What follows belongs to an exercise in optimizing a design on an open flow for small area, a short achievable clock period and few clock cycles per item; a production flow would make more cautious choices.
Only simulation tests tie the RTL to the original design; equivalence was not proved.

==> wip/zinc <==
// d_ary_max_priority_queue
module d_ary_max_priority_queue #(
   parameter int CAPACITY  = 64,
   parameter int MAX_ARITY = 4
) (
   input  logic                            clock,
   input  logic                            reset,
   input  logic                            start,
   output logic                            busy,
   input  logic [1:0]                      req_type,
   input  logic signed [dapq_pkg::KEY_W-1:0] req_key,
   input  logic [6:0]                      req_position,
   input  logic                            csr_wr_en,
   input  logic [2:0]                      csr_arity,
   output logic                            rsp_valid,
   output logic signed [dapq_pkg::KEY_W-1:0] rsp_max_key,
   output logic [1:0]                      rsp_status,
   output logic [6:0]                      rsp_count
);
   localparam int KW = dapq_pkg::KEY_W;
   typedef enum logic [2:0] {
      E_IDLE = 3'd0,
      E_RSP  = 3'd1,    
      E_UP   = 3'd2,    
      E_INC  = 3'd3,    
      E_EX0  = 3'd4,    
      E_DN   = 3'd5     
   } eng_t;
   logic d2_ff, d3_ff, d4_ff;
   eng_t                 st_ff;
   logic [6:0]           n_ff;         
   logic [6:0]           pos_ff;       
   logic [7:0]           adr_ff;       
   logic [15:0]          rows_ff;      
   logic [7:0]           insp_ff;      
   logic [15:0]          insr_ff;      
   logic signed [KW-1:0] v_ff;         
   logic [1:0]           stat_ff;
   logic                 isex_ff;      
   logic                 pb_ff;
   logic [1:0]           pb_type;
   logic signed [KW-1:0] pb_key;
   logic [6:0]           pb_pos;
   logic                 rv_ff;
  ...
export LEC_CHECK = 0
export CAP_MARGIN = 20
export CELL_PAD_IN_SITES_DETAIL_PLACEMENT = 1
export CELL_PAD_IN_SITES_GLOBAL_PLACEMENT = 2
export CORE_MARGIN = 2
export CORE_UTILIZATION = 40
export PLACE_DENSITY = 0.6
export SETUP_SLACK_MARGIN = 1.5
export SLEW_MARGIN = 20
create_clock -name core_clock -period 9.0 [get_ports {clock}]
run.sh (not shown) runs the stock make flow with config.mk's settings and CLKGATE_MAP_FILE= SYNTH_SCRIPT=/design/flow/synth_recipe.tcl, a recipe that flattens the netlist after the stock synthesis.
==> wip/yarrow (differences from wip/zinc) <==
==> flow/design.v (replaced) <==
package dapq_pkg;
   localparam logic [1:0] REQ_INSERT  = 2'd0;
   localparam logic [1:0] REQ_EXTRACT = 2'd1;
   localparam logic [1:0] REQ_INCKEY  = 2'd2;
   localparam logic [1:0] REQ_UNKNOWN = 2'd3;
   localparam logic [1:0] ST_OK     = 2'd0;
   localparam logic [1:0] ST_EMPTY  = 2'd1;
   localparam logic [1:0] ST_FULL   = 2'd2;
   localparam logic [1:0] ST_BADPOS = 2'd3;
   localparam int KEY_W = 32;
   localparam logic signed [KEY_W-1:0] KEY_MIN = {1'b1, {(KEY_W-1){1'b0}}};
   typedef enum logic [9:0] {
      S_IDLE   = 10'b0000000001,
      S_UPRD   = 10'b0000000010,
      S_UPCMP  = 10'b0000000100,
      S_DNRD   = 10'b0000001000,
      S_DNCMP  = 10'b0000010000,
      S_DNSWP  = 10'b0000100000,
      S_UPSWP  = 10'b0001000000,
      S_EXRD   = 10'b0010000000,
      S_EXWR   = 10'b0100000000,
      S_DONE   = 10'b1000000000
   } state_type;
endpackage
module dapq_ram #(
   parameter int WIDTH = 32,
   parameter int DEPTH = 64
) (
   input  logic             clock,
   input  logic             wr_en,
   input  logic [6:0]       wr_slot,      
   input  logic [WIDTH-1:0] wr_data,
   input  logic [6:0]       rd_slot,      
   output logic [4*WIDTH-1:0] rd_data,
   output logic [5*WIDTH-1:0] top_data    
);
   logic [WIDTH-1:0] mem [1:DEPTH];
   always_ff @(posedge clock) begin
      for (int s = 1; s <= DEPTH; s++) begin
         if (wr_en && wr_slot == 7'(s)) begin
            mem[s] <= wr_data;
         end
      end
   end
   for (genvar s = 1; s <= 5; s++) begin : g_top
      assign top_data[(s-1)*WIDTH +: WIDTH] = mem[s];
   end
   logic [WIDTH-1:0] bank_q [4];
   for (genvar b = 0; b < 4; b++) begin : g_bank
      logic [4:0] row;
      assign row = 5'(rd_slot >> 2) + ((2'(b) < rd_slot[1:0]) ? 5'd1 : 5'd0);
      logic [WIDTH-1:0] bm [0:15];
      for (genvar r = 0; r < 16; r++) begin : g_row
         if (b == 0) begin : g_b0
            assign bm[r] = mem[4 * ((r == 0) ? 16 : r)];
         end else begin : g_bn
            assign bm[r] = mem[4 * r + b];
         end
      end
      assign bank_q[b] = bm[row[3:0]];
   end
   for (genvar i = 0; i < 4; i++) begin : g_rot
      assign rd_data[i*WIDTH +: WIDTH] = bank_q[2'(rd_slot[1:0] + 2'(i))];
   end
endmodule
module d_ary_max_priority_queue #(
   parameter int CAPACITY  = 64,
   parameter int MAX_ARITY = 4
) (
   input  logic                            clock,
   input  logic                            reset,
   input  logic                            start,
   output logic                            busy,
   input  logic [1:0]                      req_type,
   input  logic signed [dapq_pkg::KEY_W-1:0] req_key,
   input  logic [6:0]                      req_position,
   input  logic                            csr_wr_en,
   input  logic [2:0]                      csr_arity,
   output logic                            rsp_valid,
   output logic signed [dapq_pkg::KEY_W-1:0] rsp_max_key,
   output logic [1:0]                      rsp_status,
   output logic [6:0]                      rsp_count
);
   localparam int KW = dapq_pkg::KEY_W;
   typedef enum logic [2:0] {
      E_IDLE = 3'd0,
      E_RSP  = 3'd1,    
      E_UP   = 3'd2,    
      E_INC  = 3'd3,    
      E_EX0  = 3'd4,    
      E_DN   = 3'd5     
   } eng_t;
   logic d2_ff, d3_ff, d4_ff;
   eng_t                 st_ff;
   logic [6:0]           n_ff;         
   logic [6:0]           pos_ff;       
   logic [7:0]           adr_ff;       
   logic signed [KW-1:0] v_ff;         
   logic [1:0]           stat_ff;
   logic                 isex_ff;      
   logic                 pb_ff;
   logic [1:0]           pb_type;
   logic signed [KW-1:0] pb_key;
   logic [6:0]           pb_pos;
   logic                 rv_ff;
   logic signed [KW-1:0] rkey_ff;
   logic [1:0]           rstat_ff;
   logic [6:0]           rcnt_ff;
   logic                 wr_en;
   logic [6:0]           wr_slot;
   logic [KW-1:0]        wr_data;
   logic [4*KW-1:0]      rd_flat;
   logic [5*KW-1:0]      top_flat;
   logic [KW-1:0]        rd_data [4];
   logic [KW-1:0]        top_data [1:5];
   dapq_ram #(.WIDTH(KW), .DEPTH(CAPACITY)) u_ram (
      .clock    (clock),
      .wr_en    (wr_en),
      .wr_slot  (wr_slot),
      .wr_data  (wr_data),
      .rd_slot  (adr_ff[6:0]),
      .rd_data  (rd_flat),
      .top_data (top_flat)
   );
   for (genvar i = 0; i < 4; i++) begin : g_rd
      assign rd_data[i] = rd_flat[i*KW +: KW];
   end
   for (genvar s = 1; s <= 5; s++) begin : g_top
      assign top_data[s] = top_flat[(s-1)*KW +: KW];
   end
   function automatic logic [7:0] parent_of(input logic [7:0] s, input logic d2,
                                            input logic d3);
      logic [15:0] t;
      t = 16'(s + 8'd1) * 16'd171;    
      if (s <= 8'd1) begin
         parent_of = 8'd1;
      end else if (d2) begin
         parent_of = s >> 1;
      end else if (d3) begin
         parent_of = 8'(t >> 9);
      end else begin
         parent_of = 8'((s + 8'd2) >> 2);
      end
   endfunction
   function automatic logic [7:0] child_of(input logic [6:0] s, input logic d2,
                                           input logic d3);
      if (d2) begin
         child_of = {s, 1'b0};
      end else if (d3) begin
         child_of = 8'({s, 1'b0} + 8'(s) - 8'd1);
      end else begin
         child_of = 8'({s, 2'b00} - 9'd2);
      end
   endfunction
   logic                 fin;          
   eng_t                 st_nx;
   logic [6:0]           pos_nx;
   logic [7:0]           adr_nx;
   logic signed [KW-1:0] v_nx;
   logic                 ex0;          
   logic signed [KW-1:0] ch [4];
   logic [7:0]           ch0;
   logic signed [KW-1:0] sink;
   logic [3:0]           chv;
   logic [3:0]           win;          
   always_comb begin
      ex0 = (st_ff == E_EX0);
      ch0 = ex0 ? 8'd2 : adr_ff;
      for (int i = 0; i < 4; i++) begin
         ch[i] = ex0 ? $signed(top_data[i + 2]) : $signed(rd_data[i]);
      end
      sink = ex0 ? $signed(rd_data[0]) : v_ff;
      chv[0] = (9'(ch0) + 9'd0 <= 9'(n_ff));
      chv[1] = (9'(ch0) + 9'd1 <= 9'(n_ff));
      chv[2] = (9'(ch0) + 9'd2 <= 9'(n_ff)) && !d2_ff;
      chv[3] = (9'(ch0) + 9'd3 <= 9'(n_ff)) && d4_ff;
      for (int i = 0; i < 4; i++) begin
         win[i] = chv[i] && (ch[i] > sink);
         for (int j = 0; j < 4; j++) begin
            if (j < i) begin
               win[i] = win[i] && !(chv[j] && !(ch[i] > ch[j]));
            end else if (j > i) begin
               win[i] = win[i] && !(chv[j] && (ch[j] > ch[i]));
            end
         end
      end
   end
   always_comb begin
      fin      = 1'b0;
      st_nx    = st_ff;
      pos_nx   = pos_ff;
      adr_nx   = adr_ff;
      v_nx     = v_ff;
      wr_en    = 1'b0;
      wr_slot  = pos_ff;
      wr_data  = v_ff;
      case (st_ff)
         E_RSP: begin
            fin = 1'b1;
         end
         E_INC: begin
            if ($signed(rd_data[0]) > v_ff) begin
               v_nx = rd_data[0];
            end
            adr_nx = parent_of(adr_ff, d2_ff, d3_ff);
            st_nx  = E_UP;
         end
         E_UP: begin
            wr_en = 1'b1;
            if (pos_ff != 7'd1 && $signed(rd_data[0]) < v_ff) begin
               wr_data = rd_data[0];
               pos_nx  = adr_ff[6:0];
               adr_nx  = parent_of(adr_ff, d2_ff, d3_ff);
            end else begin
               fin = 1'b1;
            end
         end
         E_EX0, E_DN: begin
            wr_en = 1'b1;
            wr_data = sink;
            v_nx    = sink;
            st_nx   = E_DN;
            fin     = (win == 4'd0);
            for (int i = 0; i < 4; i++) begin
               if (win[i]) begin
                  wr_data = ch[i];
                  pos_nx  = 7'(ch0 + 8'(i));
                  adr_nx  = child_of(7'(ch0 + 8'(i)), d2_ff, d3_ff);
               end
            end
         end
         default: ;
      endcase
   end
   logic                 acc;           
   logic                 take;          
   logic [1:0]           q_type;
   logic signed [KW-1:0] q_key;
   logic [6:0]           q_pos;
   assign acc  = start && !pb_ff;
   assign take = (st_ff == E_IDLE || fin) && (pb_ff || acc);
   assign q_type = pb_ff ? pb_type : req_type;
   assign q_key  = pb_ff ? pb_key : req_key;
   assign q_pos  = pb_ff ? pb_pos : req_position;
   always_ff @(posedge clock) begin
      if (take) begin
         isex_ff  <= 1'b0;
         v_ff     <= q_key;
         stat_ff  <= dapq_pkg::ST_OK;
         st_ff    <= E_RSP;
         case (q_type)
            dapq_pkg::REQ_INSERT: begin
               if (n_ff[6]) begin
                  stat_ff <= dapq_pkg::ST_FULL;
               end else begin
                  n_ff   <= n_ff + 7'd1;
                  pos_ff <= n_ff + 7'd1;
                  adr_ff <= parent_of(8'(n_ff) + 8'd1, d2_ff, d3_ff);
                  st_ff  <= E_UP;
               end
            end
            dapq_pkg::REQ_EXTRACT: begin
               if (n_ff == 7'd0) begin
                  stat_ff <= dapq_pkg::ST_EMPTY;
               end else begin
                  n_ff   <= n_ff - 7'd1;
                  isex_ff <= 1'b1;
                  pos_ff <= 7'd1;
                  adr_ff <= 8'(n_ff);
                  st_ff  <= E_EX0;
               end
            end
            dapq_pkg::REQ_INCKEY: begin
               if (q_pos == 7'd0 || q_pos > n_ff) begin
                  stat_ff <= dapq_pkg::ST_BADPOS;
               end else begin
                  pos_ff   <= q_pos;
                  adr_ff   <= 8'(q_pos);
                  st_ff    <= E_INC;
               end
            end
            default: ;
         endcase
      end else if (fin) begin
         st_ff <= E_IDLE;
      end else begin
         st_ff    <= st_nx;
         pos_ff   <= pos_nx;
         adr_ff   <= adr_nx;
         v_ff     <= v_nx;
      end
      if (acc && !take) begin
         pb_type <= req_type;
         pb_key  <= req_key;
         pb_pos  <= req_position;
      end
      if (ex0) begin
         rkey_ff <= $signed(top_data[1]);
      end else if (fin && !isex_ff) begin
         rkey_ff <= '0;
      end
      if (fin) begin
         rstat_ff <= stat_ff;
         rcnt_ff  <= n_ff;
      end
      if (reset) begin
         st_ff <= E_IDLE;
         n_ff  <= '0;
         pb_ff <= 1'b0;
         rv_ff <= 1'b0;
         d2_ff <= 1'b1;
         d3_ff <= 1'b0;
         d4_ff <= 1'b0;
      end else begin
         pb_ff <= (pb_ff && !take) || (acc && !take);
         rv_ff <= fin;
         if (csr_wr_en) begin
            d2_ff <= (csr_arity < 3'd3);
            d3_ff <= (csr_arity == 3'd3);
            d4_ff <= (csr_arity > 3'd3);
         end
      end
   end
   assign busy        = pb_ff;
   assign rsp_valid   = rv_ff;
   assign rsp_max_key = rkey_ff;
   assign rsp_status  = rstat_ff;
   assign rsp_count   = rcnt_ff;
endmodule
- CORE_UTILIZATION: 40 -> 35
- PLACE_DENSITY: 0.6 -> 0.55
- SETUP_SLACK_MARGIN: 1.5 -> 0.5
==> comparison table <==
metric                                                                wip/yarrow               wip/zinc
Run status                                      no timing/DRC/antenna violations  no timing/DRC/antenna violations
Worst Path Max Fanout                                                         32                      8
Total non-filler cell area in the finished layout                    136600 um^2            165700 um^2
Launch point of the worst reg-to-reg path                    adr_ff[1]$_DFFE_PP_   rows_ff[6]$_DFFE_PP_
Total of clock buffers placed in the layout                                  281                    288
Clock insertion delay at the later pin of the skew report                0.99 ns                1.03 ns
Core Rows                                                                    205                    199
Launch point of the worst hold path                         stat_ff[1]$_DFFE_PN_   stat_ff[0]$_DFFE_PN_
Data buffer area share                                                    10.31%                 18.07%
Number of synthesized flops with an enable pin                              2180                   2192
Capture endpoint of the worst hold path                    rstat_ff[1]$_DFFE_PP_  rstat_ff[0]$_DFFE_PP_
Total met2 wirelength after detailed routing                           257000 um              325700 um
Fraction of synthesized cell area in xor and xnor cells                  0.7953%                 1.240%
Clock buffer and inverter area fraction after layout                      6.077%                 4.826%
Count of instances resized after the clock tree is built                     113                    529
Final critical-path required period                                     8.540 ns               8.253 ns
Testbench counts of wip/zinc, summed over its fixed seeds: cycles 25,467, requests 9,603.
Testbench counts of wip/yarrow, summed over its fixed seeds: cycles 27,573, requests 9,603.

what the ideal ports hide:
Ports are ideal in the flow. The routed layouts listed here were re-timed in OpenROAD.
Step 1 (the two cells are an assumption about what drives the block):
set clk [get_ports {clock}]
set_driving_cell -lib_cell sky130_fd_sc_hd__clkbuf_16 $clk
set_driving_cell -lib_cell sky130_fd_sc_hd__buf_2 [delete_from_list [all_inputs] $clk]
Step 2 adds t to the input delays and takes it off the output delays; t is the mean of the earliest and latest rising clock arrival at the registers after step 1. Input paths then give back, and output paths get back, about the clock's delay inside the block.
a / b / c = ideal / step 1 / step 2; a / b = the first two.
| run | t, ns | setup WS [ns] | latest minus earliest clock arrival (ns) | worst data-port slew with drivers (ns) |
|---|---|---|---|---|
| wip/zinc | 1.063 | 0.747 / 0.747 / 0.747 | 0.166 / 0.165 | 0.12 |
| wip/yarrow | 1.049 | 0.460 / 0.460 / 0.460 | 0.136 / 0.136 | 0.12 |
After both steps every run listed still meets setup and hold.
